What follows belongs to an exercise in optimizing a design on an open flow for small area and a short achievable clock period; a production flow would make more cautious choices.
In this exercise RTL edits were held to simulation tests only and were not proved equivalent to the original.
No activity file was given, so power comes from the tool's default toggle rates.

File: flow/run.sh
#!/bin/bash
# synth_recipe.tcl (not shown) runs the flow's synth.tcl, then flattens the netlist and writes it again
# the make line also repeats each setting of config.mk as NAME=value (left out here)
make -C /OpenROAD-flow-scripts/flow DESIGN_CONFIG=/design/flow/config.mk WORK_HOME=/design/flow/orfs CLKGATE_MAP_FILE= SYNTH_SCRIPT=/design/flow/synth_recipe.tcl finish
File: flow/config.mk
export PLATFORM = sky130hd
export DESIGN_NAME = dma_fifo
export DESIGN_NICKNAME = dma_fifo
export VERILOG_FILES = /design/flow/design.v
export SDC_FILE = /design/flow/constraint.sdc
export NUM_CORES = 4
export LEC_CHECK = 0
export CAP_MARGIN = 20
export CORE_MARGIN = 2
export CORE_UTILIZATION = 40
export SLEW_MARGIN = 20
File: flow/constraint.sdc
create_clock -name core_clock -period 4.0 [get_ports {clk}]
set_input_delay 0.8000 -clock core_clock [delete_from_list [all_inputs] [get_ports {clk}]]
set_output_delay 0.8000 -clock core_clock [all_outputs]
set_load 0.01 [all_outputs]
File: flow/design.v
module dma_fifo #(
  parameter int DATA_WIDTH = 32,
  parameter int DEPTH      = 64
) (
  input  logic                    clk,
  input  logic                    rst,
  input  logic                    flush,
  input  logic                    fifo_wen,
  input  logic [DATA_WIDTH-1:0]   fifo_wdata,
  input  logic                    fifo_rden,
  output logic [DATA_WIDTH-1:0]   fifo_rdata,
  output logic                    fifo_is_empty,
  output logic                    fifo_is_full,
  output logic [$clog2(DEPTH):0]  fifo_count,
  output logic                    ovf,
  output logic                    udf
);
  localparam int ADDR_W = $clog2(DEPTH);
  logic [DATA_WIDTH-1:0] mem_q [DEPTH];
  logic [ADDR_W:0]       wr_ptr_q, wr_ptr_d;
  logic [ADDR_W:0]       rd_ptr_q, rd_ptr_d;
  logic [DATA_WIDTH-1:0] rdata_q, rdata_d;
  logic                  ovf_q, ovf_d;
  logic                  udf_q, udf_d;
  logic                  full_s, empty_s, wr_acc_s, rd_acc_s;
  logic [ADDR_W:0]       count_s;
  always_comb begin
    empty_s  = (wr_ptr_q == rd_ptr_q);
    full_s   = (wr_ptr_q[ADDR_W] != rd_ptr_q[ADDR_W]) &&
               (wr_ptr_q[ADDR_W-1:0] == rd_ptr_q[ADDR_W-1:0]);
    count_s  = wr_ptr_q - rd_ptr_q;
    wr_acc_s = fifo_wen  & ~full_s  & ~flush;
    rd_acc_s = fifo_rden & ~empty_s & ~flush;
  end
  always_comb begin
    wr_ptr_d = wr_ptr_q;
    rd_ptr_d = rd_ptr_q;
    rdata_d  = rdata_q;
    ovf_d    = ovf_q;
    udf_d    = udf_q;
    if (flush) begin
      wr_ptr_d = {(ADDR_W+1){1'b0}};
      rd_ptr_d = {(ADDR_W+1){1'b0}};
      ovf_d    = 1'b0;
      udf_d    = 1'b0;
    end else begin
      if (wr_acc_s) begin
        wr_ptr_d = wr_ptr_q + {{ADDR_W{1'b0}}, 1'b1};
      end else begin
        wr_ptr_d = wr_ptr_q;
      end
      if (rd_acc_s) begin
        rd_ptr_d = rd_ptr_q + {{ADDR_W{1'b0}}, 1'b1};
        rdata_d  = mem_q[rd_ptr_q[ADDR_W-1:0]];
      end else begin
        rd_ptr_d = rd_ptr_q;
        rdata_d  = rdata_q;
      end
      ovf_d = ovf_q | (fifo_wen  & full_s);
      udf_d = udf_q | (fifo_rden & empty_s);
    end
  end
  always_ff @(posedge clk) begin
    if (rst) begin
      wr_ptr_q <= {(ADDR_W+1){1'b0}};
      rd_ptr_q <= {(ADDR_W+1){1'b0}};
      rdata_q  <= {DATA_WIDTH{1'b0}};
      ovf_q    <= 1'b0;
      udf_q    <= 1'b0;
    end else begin
      wr_ptr_q <= wr_ptr_d;
      rd_ptr_q <= rd_ptr_d;
      rdata_q  <= rdata_d;
      ovf_q    <= ovf_d;
      udf_q    <= udf_d;
    end
  end
  always_ff @(posedge clk) begin
    if (wr_acc_s && !rst) begin
      mem_q[wr_ptr_q[ADDR_W-1:0]] <= fifo_wdata;
    end
  end
  assign fifo_rdata    = rdata_q;
  assign fifo_is_empty = empty_s;
  assign fifo_is_full  = full_s;
  assign fifo_count    = count_s;
  assign ovf           = ovf_q;
  assign udf           = udf_q;
endmodule
==> impl_metrics.json, run 1 <==
{
  "multiInputGateArea_sq_mm": 0.0173,
  "gp_congestion": 0.810,
  "avgSynthCellArea_sq_um": 21.3,
  "pwr-share-clk": 0.426,
  "synthCells": 3802,
  "hp-start": "fifo_wdata[1]",
  "setup_viol": 0,
  "crit_slowest_cell": "clkdlybuf4s50_1",
  "drive_gt1_frac": 0.241,
  "yosysTopAreaCell": "edfxtp_1",
  "worstSetupPathType": "flop to output port",
  "cpPeakStageDelay_ns": 0.54,
  "ys_ff_latch": 2096,
  "period_minus_slack_ns": 3.82,
  "power_density_mw_per_mm2": 470,
  "gr-total-overflow": 0,
  "synth-async-reset-ratio": 0,
  "outcome": "complete, no violations",
  "worst_ep_required_time_ns": 3.20,
  "power_frac_seq": 0.554,
  "rows": 165,
  "rsz0062_at_grt": "false",
  "synth_edf_count": 2048,
  "cp_num_buf_inv": 3,
  "place_area_sq_mm": 0.0861,
  "fin_util": 0.460,
  "sw_frac_of_total": 0.199,
  "post-place-ws_ns": 0.376,
  "ys_warn_count": 1,
  "track_usage": 0.197,
  "grt_pass1_wl_mm": 290,
  "arrival_ns": 3.02,
  "hold_class": "input pin to flop",
  "core-area_sq_mm": 0.201,
  "p_int_uw": 34900,
  "area_growth_pct": 14.6,
  "max_cap_viol_count": 0,
  "crit_path_end_kind": "output port",
  "cts_root_buffer": "clkbuf_16",
  "cpLargestDelayFamily": "buffers and inverters",
  "combPwrFrac": 0.020,
  "syn_area_sq_mm": 0.0808,
  "switchingPower_uw": 8670,
  "hold_depth": 1,
  "finalSetupTns_ns": 0,
  "ys_types": 60,
  "slew_headroom": 0.292,
  "cp.depth": 6,
  "cp_max_fo": 6,
  "startpoint": "rd_ptr_q[5]$_SDFFE_PP0P_",
  "grt_max_degree": 116,
  "ant_nets": 0,
  "via_count": 39295,
  "nNetsFinal": 4141,
  "cts_buffers": 207,
  "rr_startpoint": "rd_ptr_q[1]$_SDFFE_PP0P_",
  "fin_ws_ns": 0.182,
  "power_leakage_uw": 0.0284,
  "synth-main-ff-cell": "edfxtp_1",
  "synth_fp_nets": 3848,
  "cts_buffer_depth": 3,
  "die_area_sq_mm": 0.206,
  "cp_cell_sequence": "clkinv_1 > ha_1 > nand4_1 > nor3_1 > buf_4 > clkdlybuf4s50_1",
  "insertion_delay_ns": 0.83,
  "dieHeight_microns": 454,
  "wl_mm": 202,
  "die_x_microns": 454,
  "path_clk_slew_ns": 0.06,
  "hold_viol_final": 0,
  "antenna_found_initial": 14,
  "synth_top_area_frac": 0.761,
  "clock-sinks": 2096,
  "drt_iter0_markers": 4459,
  "fill_cells": 16793,
  "vias_per_cell": 5.66,
  "fin_crit_sh": 0.955,
  "fin_hold_ws_ns": 0.363,
  "drv_slew": 0,
  "max_freq_ghz": 0.262,
  "r2r_cells": 9,
  "drc": 0,
  "finClkSkew_ns": 0.0199,
  "dr.pass1.iters": 8,
  "dp_hpwl_mm": 116,
  "avgRoutedWirePerCell_microns": 29.1,
  "cts_tree": "yes",
  "startpoint_type": "flop",
  "grt_pass1_vias": 39724,
  "synthMostInstantiatedCell": "edfxtp_1",
  "io_buffers": 79,
  "ys_seq_area_frac": 0.773,
  "design_area_sq_mm": 0.0927,
  "io_pins": 80,
  "ctsHtreeMaxLevel": 4,
  "initial_utilization": 0.401,
  "tightestPinTransition_ns": 1.06,
  "vdd_drop_max_mv": 0.459,
  "seq_area_sq_mm": 0.0625,
  "synthTopCellsByCount": "2048 x edfxtp_1, 411 x mux4_2, 247 x mux2i_1",
  "synth_area_leaders": "edfxtp_1 76%, mux4_2 11%, mux2i_1 3.1%, dfxtp_1 1.2%, nand2_1 0.96%"
}
worst paths after layout:
kind	endpoint	slack, ns
worst min register to register	udf_q$_SDFF_PP0_	0.47
worst max-delay path	fifo_is_full	0.18
worst max register to register	rdata_q[28]$_SDFFE_PP0P_	0.63
worst min-delay path	mem_q[27][1]$_DFFE_PP_	0.36
sequential cells by signal, summed over array words and instances, names as in the netlist:
signal / count
mem_q: 2048
rdata_q: 32
rd_ptr_q: 7
wr_ptr_q: 7
ovf_q: 1
udf_q: 1
cells by family (layout without fill, tap and decap cells):
family          after synthesis  in the layout  share of synthesized area
flops                      2096           2096                      0.773
mux                         686            686                      0.152
simple gates                439            439                     0.0226
compound gates              341            341                     0.0295
buf+inv                     213            678                     0.0194
xor+xnor                     18             18                    0.00195
fa+ha+maj                     9              9                    0.00149
other cells                   0              7                          0
timing repair:
action | CTS | global route
pin swaps | 0 | 2
gates resized for setup | 8 | 3
setup buffers | 0 | 1
hold buffers | 0 | 0
cloned | 2 | 0
endpoints found under the setup margin | 4 | 4
power by group through the flow:
| stage | sequential (uW) | combinational (uW) | clock (uW) |
|---|---|---|---|
| after CTS | 24100 | 866 | 18900 |
| final | 24100 | 865 | 18500 |
| after global routing | 24100 | 934 | 19700 |
| after global placement | 24600 | 838 | 0 |
| after detailed placement | 24600 | 865 | 0 |
| after floorplan | 24600 | 297 | 0 |
through the flow:
stage	power, uW	std cells
after floorplan	24900	3802
after global placement	25400	6554
after detailed placement	25500	6554
after CTS	43900	6937
after global routing	44800	6943
final	43500	6946
cell type report:
type,instances,share of cell area
Clock buffer,276,0.0606
Antenna cell,7,0.000189
Sequential cell,2096,0.674
Multi-Input combinational cell,1493,0.187
Timing Repair Buffer,284,0.0322
Inverter,13,0.000608
Tap cell,2672,0.0361
Clock inverter,105,0.00903
placed cells by master, fill, tap and decap left out, drive strengths merged, types with 48 or more instances in the layout:
master	Yosys	final
a221oi	52	52
buf	154	236
clkbuf	42	277
clkinv	3	86
dfxtp	48	48
edfxtp	2048	2048
mux2i	247	247
mux4	429	429
nand2	206	206
nor2	148	148
o21ai	60	60
worst register-to-register path: stages (launching register included):
cell and delay (ns):
dfxtp_4 0.43, buf_16 0.24, buf_12 0.57, mux4_2 0.73, nand2_1 0.08, a21oi_1 0.15
nor4_1 0.62, buf_4 0.22, o31a_1 0.13, nor3_1 0.05
metal layers:
metal | vias to the layer above | share of wire | global-route usage
met5 | - | 0.000079 | 0
met3 | 239 | 0.069 | 0.0379
met1 | 21180 | 0.42 | 0.271
met2 | 1394 | 0.49 | 0.320
met4 | 2 | 0.024 | 0.0555
li1 | 16480 | - | -
==> run 2, diff against run 1 <==
==> flow/design.v (replaced) <==
module dma_fifo_hold (
  input  logic en,
  input  logic en_n,
  input  logic d,
  input  logic q,
  output logic y
);
  assign y = (en & d) | (en_n & q);
endmodule
module dma_fifo_aoi222 (
  input  logic a1, a2, b1, b2, c1, c2,
  output logic y
);
  assign y = ~((a1 & a2) | (b1 & b2) | (c1 & c2));
endmodule
module dma_fifo #(
  parameter int DATA_WIDTH = 32,
  parameter int DEPTH      = 64
) (
  input  logic                    clk,
  input  logic                    rst,
  input  logic                    flush,
  input  logic                    fifo_wen,
  input  logic [DATA_WIDTH-1:0]   fifo_wdata,
  input  logic                    fifo_rden,
  output logic [DATA_WIDTH-1:0]   fifo_rdata,
  output logic                    fifo_is_empty,
  output logic                    fifo_is_full,
  output logic [$clog2(DEPTH):0]  fifo_count,
  output logic                    ovf,
  output logic                    udf
);
  localparam int ADDR_W = $clog2(DEPTH);
  localparam int NGRP   = (DEPTH - 1) / 3;
  logic [DEPTH-1:0][DATA_WIDTH-1:0] mem_q, mem_d;
  logic [ADDR_W-1:0]     wr_ptr_q, rd_ptr_q;
  logic [ADDR_W:0]       count_q;
  logic                  empty_q, full_q, ovf_q, udf_q;
  logic [DATA_WIDTH-1:0] rdata_q;
  logic                  wr_acc, rd_acc, clr, wr_mem;
  logic [DEPTH-1:0]      wen, wen_n, rsel;
  logic [NGRP-1:0][DATA_WIDTH-1:0]   grp_n;
  logic [DATA_WIDTH-1:0] rd_word, last_w;
  assign clr    = rst | flush;
  assign wr_acc = fifo_wen  & ~full_q  & ~flush;
  assign rd_acc = fifo_rden & ~empty_q & ~flush;
  assign wr_mem = fifo_wen & ~full_q;
  always_comb begin
    for (int i = 0; i < DEPTH; i++) begin
      wen[i]   = wr_mem & (wr_ptr_q == ADDR_W'(i));
      wen_n[i] = ~wen[i];
      rsel[i]  = (rd_ptr_q == ADDR_W'(i));
    end
  end
  for (genvar i = 0; i < DEPTH; i++) begin : g_row
    for (genvar j = 0; j < DATA_WIDTH; j++) begin : g_bit
      dma_fifo_hold u_hold (
        .en(wen[i]), .en_n(wen_n[i]), .d(fifo_wdata[j]), .q(mem_q[i][j]), .y(mem_d[i][j])
      );
    end
  end
  always_ff @(posedge clk) mem_q <= mem_d;
  for (genvar k = 0; k < NGRP; k++) begin : g_grp
    for (genvar j = 0; j < DATA_WIDTH; j++) begin : g_bit
      dma_fifo_aoi222 u_aoi (
        .a1(mem_q[3*k][j]),   .a2(rsel[3*k]),
        .b1(mem_q[3*k+1][j]), .b2(rsel[3*k+1]),
        .c1(mem_q[3*k+2][j]), .c2(rsel[3*k+2]),
        .y(grp_n[k][j])
      );
    end
  end
  assign last_w = mem_q[DEPTH-1] & {DATA_WIDTH{rsel[DEPTH-1]}};
  always_comb begin
    rd_word = last_w;
    for (int k = 0; k < NGRP; k++) rd_word = rd_word | ~grp_n[k];
  end
  always_ff @(posedge clk) begin
    if (clr) begin
      wr_ptr_q <= '0;
      rd_ptr_q <= '0;
      count_q  <= '0;
      empty_q  <= 1'b1;
      full_q   <= 1'b0;
      ovf_q    <= 1'b0;
      udf_q    <= 1'b0;
    end else begin
      if (wr_acc) wr_ptr_q <= wr_ptr_q + 1'b1;
      if (rd_acc) rd_ptr_q <= rd_ptr_q + 1'b1;
      if (wr_acc & ~rd_acc) count_q <= count_q + 1'b1;
      else if (rd_acc & ~wr_acc) count_q <= count_q - 1'b1;
      empty_q <= ~wr_acc & (empty_q | (rd_acc & (count_q == 7'd1)));
      full_q  <= ~rd_acc & (full_q  | (wr_acc & (count_q == 7'd63)));
      ovf_q   <= ovf_q | (fifo_wen  & full_q);
      udf_q   <= udf_q | (fifo_rden & empty_q);
    end
  end
  always_ff @(posedge clk) begin
    if (rst)         rdata_q <= '0;
    else if (rd_acc) rdata_q <= rd_word;
  end
  assign fifo_rdata    = rdata_q;
  assign fifo_is_empty = empty_q;
  assign fifo_is_full  = full_q;
  assign fifo_count    = count_q;
  assign ovf           = ovf_q;
  assign udf           = udf_q;
endmodule
--- a/flow/config.mk
+++ b/flow/config.mk
@@ -9,3 +9,6 @@
 export CORE_MARGIN = 2
-export CORE_UTILIZATION = 40
+export CORE_UTILIZATION = 60
+export SETUP_SLACK_MARGIN = 1.6
 export SLEW_MARGIN = 20
+export SYNTH_HIERARCHICAL = 1
+export SYNTH_MINIMUM_KEEP_SIZE = 0
==> run 2 against run 1 <==
Compared with the run above: synthesized cell count rose by 46%; largest power group unchanged; largest cell class unchanged; fmax rose by 1.7%; core utilization rose by 28 points; global-route usage rose by 26 points; first-iteration DRC count rose to 2.8 times the previous value; worst hold slack improved by 0.11 ns; via count rose by 61%; register-to-register slack got worse by 0.38 ns; clock skew rose by 0.0014 ns.
==> impl_metrics.json, run 2 <==
{
  "cpPeakStageDelay_ns": 0.99,
  "ys_ff_latch": 2103,
  "outcome": "complete, no violations",
  "max_cap_viol_count": 0,
  "r2r_cells": 10,
  "grt_max_degree": 65,
  "drt_iter0_markers": 12708,
  "synthMostInstantiatedCell": "dfxtp_1",
  "ctsHtreeMaxLevel": 4,
  "period_minus_slack_ns": 3.75,
  "die_area_sq_mm": 0.121,
  "rsz0062_at_grt": "true",
  "startpoint_type": "flop",
  "power_density_mw_per_mm2": 489,
  "crit_path_end_kind": "flop",
  "track_usage": 0.454,
  "cts_buffer_depth": 3,
  "synth_top_area_frac": 0.596,
  "wl_mm": 290,
  "ys_warn_count": 7,
  "syn_area_sq_mm": 0.0707,
  "via_count": 63188,
  "insertion_delay_ns": 0.84,
  "avgSynthCellArea_sq_um": 12.7,
  "hold_viol_final": 0,
  "gr-total-overflow": 0,
  "seq_area_sq_mm": 0.0421,
  "nNetsFinal": 6328,
  "fin_hold_ws_ns": 0.469,
  "finalSetupTns_ns": 0,
  "fin_cells": 7974,
  "arrival_ns": 4.44,
  "cp.depth": 10,
  "multiInputGateArea_sq_mm": 0.0304,
  "ys_types": 37,
  "rows": 125,
  "dr.pass1.iters": 11,
  "ys_seq_area_frac": 0.596,
  "drc": 0,
  "cp_num_buf_inv": 2,
  "largest_reg_flops": 2048,
  "dieHeight_microns": 347,
  "hold_buffers": 0,
  "cts_buffers": 198,
  "vias_per_cell": 7.92,
  "dp_hpwl_mm": 163,
  "path_clk_slew_ns": 0.06,
  "antenna_found_initial": 17,
  "cp_max_fo": 5,
  "hold_class": "flop to flop",
  "synth-async-reset-ratio": 0,
  "max_freq_ghz": 0.266,
  "cts_root_buffer": "clkbuf_16",
  "fin_crit_sh": 0.938,
  "worst_ep_required_time_ns": 4.69,
  "ant_nets": 0,
  "tightestPinTransition_ns": 1.18,
  "grt_pass1_wl_mm": 410,
  "grt_pass1_vias": 58752,
  "final_cell_mix": "2084 x dfxtp_1, 2048 x a22o_1, 672 x a222oi_1, 368 x buf_4, 206 x clkbuf_16",
  "yosysTopAreaCell": "dfxtp_1",
  "synthTopCellsByCount": "2103 x dfxtp_1, 2048 x a22o_1, 672 x a222oi_1",
  "finClkSkew_ns": 0.0213,
  "initial_utilization": 0.606,
  "gp_congestion": 0.975,
  "clock-sinks": 2103,
  "area_growth_pct": 22.8,
  "io_pins": 80,
  "cpLargestDelayFamily": "simple AND/OR/NAND/NOR gates",
  "mostFrequentLayoutCell": "dfxtp_1",
  "worstSetupPathType": "flop to flop",
  "crit_slowest_cell": "nand4_1",
  "vdd_drop_max_mv": 0.494,
  "die_x_microns": 347,
  "cts_tree": "yes",
  "drv_slew": 0,
  "avgRoutedWirePerCell_microns": 36.4,
  "fin_util": 0.745,
  "slew_headroom": 0.211,
  "dpl.cell_count": 7376,
  "synth_area_leaders": "dfxtp_1 60%, a22o_1 25%, a222oi_1 9.5%, nand4_1 1.2%, nor2_1 0.81%",
  "hold_depth": 1,
  "synth-main-ff-cell": "dfxtp_1",
  "power_leakage_uw": 0.0329,
  "core-area_sq_mm": 0.117,
  "fill_cells": 7709,
  "drive_gt1_frac": 0.180,
  "setup_viol": 0,
  "cp_cell_sequence": "inv_4 > ha_4 > nand3_4 > nor2_4 > a222oi_1 > nand4_1 > or4_1 > a21oi_2 > buf_4 > a211oi_2",
  "power_uw": 42400,
  "synth_fp_nets": 5599,
  "synth_edf_count": 0,
  "io_buffers": 79,
  "synthCells": 5550
}
[run 2: cell types whose count changed after synthesis, moves of 44 or more]
cell | before | now
a222oi_1 | 0 | 672
mux2i_1 | 247 | 1
mux4_2 | 411 | 0
dfxtp_1 | 48 | 2103
a22o_1 | 0 | 2048
o21ai_0 | 51 | 2
a221oi_1 | 50 | 0
buf_6 | 44 | 0
edfxtp_1 | 2048 | 0
nand2_1 | 206 | 131
nand4_1 | 14 | 132
buf_2 | 57 | 5
[run 2: per-stage QoR]
stage	cell area (sq um)	worst slack, ns
CTS	85300	0.581
finish	86800	0.247
detailed placement	76700	0.0608
floorplan	72200	1.33
global route	86800	0.440
global placement	76700	0.0302
[run 2: worst paths after layout]
check                           start                       end  slack, ns
min                mem_q[824]$_DFF_P_        mem_q[824]$_DFF_P_       0.47
min reg2reg        mem_q[824]$_DFF_P_        mem_q[824]$_DFF_P_       0.47
max reg2reg  rd_ptr_q[0]$_SDFFE_PP0P_  rdata_q[24]$_SDFFE_PP0P_       0.25
max          rd_ptr_q[0]$_SDFFE_PP0P_  rdata_q[24]$_SDFFE_PP0P_       0.25
[run 2: where the power goes]
group          total [uW]  switching (uW)  internal (uW)
logic                1280             914            368
clock network       19900            8240          11600
registers           21300             130          21100
[run 2: per-module statistics from Yosys, one instance, submodules excluded]
module | copies in the design | flip-flops and latches | cell area, sq um | cells inside
dma_fifo_aoi222 | 672 | 0 | 10.0 | 1
dma_fifo_hold | 2048 | 0 | 8.76 | 1
dma_fifo | 1 | 2103 | 46000 | 2830
[run 2: cell type report]
cell class,instances,area share
Antenna cell,9,0.000259
Clock buffer,302,0.0700
Clock inverter,60,0.00923
Inverter,40,0.00323
Multi-Input combinational cell,3388,0.351
Sequential cell,2103,0.486
Tap cell,1524,0.0220
Timing Repair Buffer,533,0.0577
Timing Repair inverter,15,0.00130
[run 2: cell families (layout without fill, tap and decap cells)]
logic type	count (synthesis)	in the layout	synth area share
compound gates	2775	2775	0.355
simple gates	565	586	0.0410
xor+xnor	14	14	0.00174
fa+ha+maj	12	12	0.00212
buf+inv	80	950	0.00434
mux	1	1	0.000142
flops	2103	2103	0.596
other cells	0	9	0
[run 2: timing repair]
item	in CTS	in global routing
setup endpoints to repair	1468	970
cloned	27	12
setup buffers	92	95
gates resized for setup	248	84
pin swaps	130	149
[run 2: metal layers]
layer,up-vias,global-route usage,wire length (microns)
li1,25799,-,-
met1,31043,0.594,106000
met2,5232,0.643,121000
met3,1098,0.153,43100
met4,16,0.284,20500
met5,-,0,106
==> run 3, diff against run 2 <==
--- a/flow/config.mk
+++ b/flow/config.mk
@@ -10,3 +10,2 @@
 export CORE_UTILIZATION = 60
-export SETUP_SLACK_MARGIN = 1.6
 export SLEW_MARGIN = 20
==> run 3 against run 2 <==
Compared with the run above: still clean; die area unchanged; synthesized area unchanged; global-route usage decreased by 0.86 points; flip-flop and latch count unchanged; critical path depth unchanged; wire length decreased by 3.5%; via count decreased by 1.5%; worst hold slack got worse by 0.083 ns; design area decreased by 4.6%; critical endpoint is now rdata_q[0]$_SDFFE_PP0P_.
==> impl_metrics.json, run 3 <==
{
  "drive_gt1_frac": 0.123,
  "vias_per_cell": 7.99,
  "rows": 125,
  "ant_nets": 0,
  "cpLargestDelayFamily": "simple AND/OR/NAND/NOR gates",
  "io_pins": 80,
  "avgRoutedWirePerCell_microns": 36.0,
  "cp_max_fo": 22,
  "die_area_sq_mm": 0.121,
  "hold_buffers": 0,
  "nNetsFinal": 6147,
  "synth_top_area_frac": 0.596,
  "grt_pass1_wl_mm": 404,
  "drt_iter0_markers": 12611,
  "area_growth_pct": 17.2,
  "hold_viol_final": 0,
  "cp_num_buf_inv": 2,
  "crit_path_end_kind": "flop",
  "ys_ff_latch": 2103,
  "path_clk_slew_ns": 0.07,
  "max_freq_ghz": 0.258,
  "dr.pass1.iters": 14,
  "ys_warn_count": 7,
  "ctsHtreeMaxLevel": 4,
  "die_x_microns": 347,
  "tightestPinTransition_ns": 1.27,
  "combPwrFrac": 0.027,
  "dieHeight_microns": 347,
  "p_int_uw": 32600,
  "startpoint": "rd_ptr_q[0]$_SDFFE_PP0P_",
  "clock-sinks": 2103,
  "final_cell_mix": "2103 x dfxtp_1, 2048 x a22o_1, 672 x a222oi_1, 283 x buf_4, 201 x clkbuf_16",
  "setup_viol": 0,
  "switchingPower_uw": 9050,
  "finalSetupTns_ns": 0,
  "io_buffers": 79,
  "arrival_ns": 4.57,
  "startpoint_type": "flop",
  "finClkSkew_ns": 0.0181,
  "design_area_sq_mm": 0.0828,
  "cts_buffers": 197,
  "wl_mm": 280,
  "drv_slew": 0,
  "fin_hold_ws_ns": 0.386,
  "drc": 0,
  "cpPeakStageDelay_ns": 0.60,
  "dp_hpwl_mm": 164,
  "initial_utilization": 0.606,
  "pwr-share-clk": 0.463,
  "power_leakage_uw": 0.0316,
  "syn_area_sq_mm": 0.0707,
  "fin_ws_ns": 0.118,
  "synthTopCellsByCount": "2103 x dfxtp_1, 2048 x a22o_1, 672 x a222oi_1",
  "cp_cell_sequence": "inv_1 > ha_1 > nand2_1 > nor2_4 > buf_4 > a222oi_1 > nand4_1 > or4_1 > a2111oi_0 > nor3_1",
  "outcome": "complete, no violations",
  "rsz0062_at_grt": "false",
  "fin_crit_sh": 0.970,
  "grt_pass1_vias": 58325,
  "post_cts_resized": 0,
  "yosysTopAreaCell": "dfxtp_1",
  "worst_ep_required_time_ns": 4.69,
  "insertion_delay_ns": 0.83,
  "synth-async-reset-ratio": 0,
  "gp_congestion": 0.945,
  "synth_edf_count": 0,
  "via_count": 62216,
  "grt_max_degree": 65,
  "synthCells": 5550,
  "crit_slowest_cell": "or4_1",
  "hold_class": "input pin to flop",
  "worstSetupPathType": "flop to flop",
  "max_cap_viol_count": 0,
  "synth_fp_nets": 5599,
  "mostFrequentLayoutCell": "dfxtp_1",
  "ys_types": 37,
  "synthMostInstantiatedCell": "dfxtp_1",
  "cts_buffer_depth": 3,
  "place_area_sq_mm": 0.0761,
  "fin_cells": 7788,
  "fill_cells": 8341,
  "post-place-ws_ns": 0.271,
  "power_density_mw_per_mm2": 503,
  "ys_seq_area_frac": 0.596,
  "post_cts_buffers": 0,
  "cts_tree": "yes",
  "vdd_drop_max_mv": 0.472,
  "track_usage": 0.445,
  "slew_headroom": 0.155,
  "gr-total-overflow": 0,
  "rr_startpoint": "rd_ptr_q[0]$_SDFFE_PP0P_",
  "dpl.cell_count": 7422,
  "power_frac_seq": 0.511,
  "synth_area_leaders": "dfxtp_1 60%, a22o_1 25%, a222oi_1 9.5%, nand4_1 1.2%, nor2_1 0.81%",
  "antenna_found_initial": 20,
  "synth-main-ff-cell": "dfxtp_1",
  "cts_root_buffer": "clkbuf_16",
  "sw_frac_of_total": 0.217,
  "avgSynthCellArea_sq_um": 12.7,
  "core-area_sq_mm": 0.117,
  "period_minus_slack_ns": 3.88,
  "hp-start": "fifo_wdata[4]",
  "largest_reg_flops": 2048
}
## run 3: changes by cell type in the layout (fill, tap and decap cells not counted), moves of 25 or more
cell | previous run | this run
buf_4 | 368 | 283
nor2_4 | 97 | 16
nor2_2 | 21 | 80
nand2_1 | 77 | 130
clkinvlp_4 | 54 | 2
clkdlybuf4s50_1 | 3 | 47
dlygate4sd2_1 | 42 | 0
buf_6 | 38 | 0
inv_1 | 5 | 39
nand2_4 | 30 | 0
buf_12 | 58 | 30
or4_1 | 7 | 34
or4_4 | 27 | 0
a2111oi_0 | 1 | 26
## run 3: final timing paths
| kind | end | slack, ns | depth (start not counted) |
|---|---|---|---|
| max | rdata_q[0]$_SDFFE_PP0P_ | 0.12 | 10 |
| min | mem_q[1732]$_DFF_P_ | 0.39 | 2 |
| max reg2reg | rdata_q[0]$_SDFFE_PP0P_ | 0.12 | 10 |
| min reg2reg | mem_q[2020]$_DFF_P_ | 0.47 | 1 |
## run 3: per-module statistics from Yosys (local to each module, per instance)
module           flip-flops and latches  copies in the design
dma_fifo_aoi222                       0                   672
dma_fifo                           2103                     1
dma_fifo_hold                         0                  2048
## run 3: layout make-up
class,instances,area (sq um),area share
antenna,10,25.0,0.000302
sequential,2103,42100,0.509
timing repair buffer,389,3360,0.0406
clock inverter,67,717,0.00866
inverter,40,150,0.00181
multi-input combinational,3367,28600,0.345
clock buffer,288,5940,0.0717
tap,1524,1910,0.0230
## run 3: logic make-up after synthesis
logic type | Yosys count | share of synthesized area
xor+xnor | 14 | 0.00174
compound gates | 2775 | 0.355
mux | 1 | 0.000142
simple gates | 565 | 0.0410
flops | 2103 | 0.596
fa+ha+maj | 12 | 0.00212
buf+inv | 80 | 0.00434
## run 3: per-layer routing
metal | wire (microns) | GRT usage | share of wire | vias up
li1 | - | - | - | 25385
met1 | 107000 | 0.605 | 0.38 | 30849
met2 | 114000 | 0.624 | 0.41 | 5088
met3 | 42300 | 0.150 | 0.15 | 878
met4 | 16600 | 0.238 | 0.059 | 16
met5 | 92 | 0 | 0.00033 | -
## run 3: through the flow
stage | total power [uW] | util
2_1_floorplan | 22000 | -
3_3_place_gp | 22700 | 0.653
3_5_place_dp | 22800 | 0.653
4_1_cts | 41600 | 0.710
5_1_grt | 42500 | 0.710
6_report | 41600 | 0.710
## run 3: power groups by stage
stage	Clock, uW	Combinational, uW	Sequential (uW)
after floorplan	0	317	21700
after global placement	0	1030	21700
after detailed placement	0	1040	21700
after CTS	19300	1040	21300
after global routing	20100	1120	21300
final	19300	1110	21300

port drivers added, routing unchanged:
No port has a modelled driver above. Below, the same layouts with a new extraction and two added sets of constraints. Step 1, drivers: a clkbuf_16 drives clk and a buf_2 each remaining input, both assumed. Step 2 times the ports against the registers' clock, not the clock port: input delays grow and output delays shrink by t, the midpoint of the rising clock arrivals with the driver on. Slacks: ideal / step 1 / step 2; pairs: ideal / step 1.
run | t, ns | setup slack, ns | slew at the worst register clock pin (ns) | cell pins on the clock port's net
run 1 | 0.907 | 0.182 / 0.094 / 0.373 | 0.06 / 0.06 | 1
run 2 | 0.908 | 0.247 / 0.247 / 0.247 | 0.07 / 0.07 | 1
run 3 | 0.903 | 0.118 / 0.118 / 0.118 | 0.07 / 0.07 | 1
After both steps every run listed still meets setup and hold.
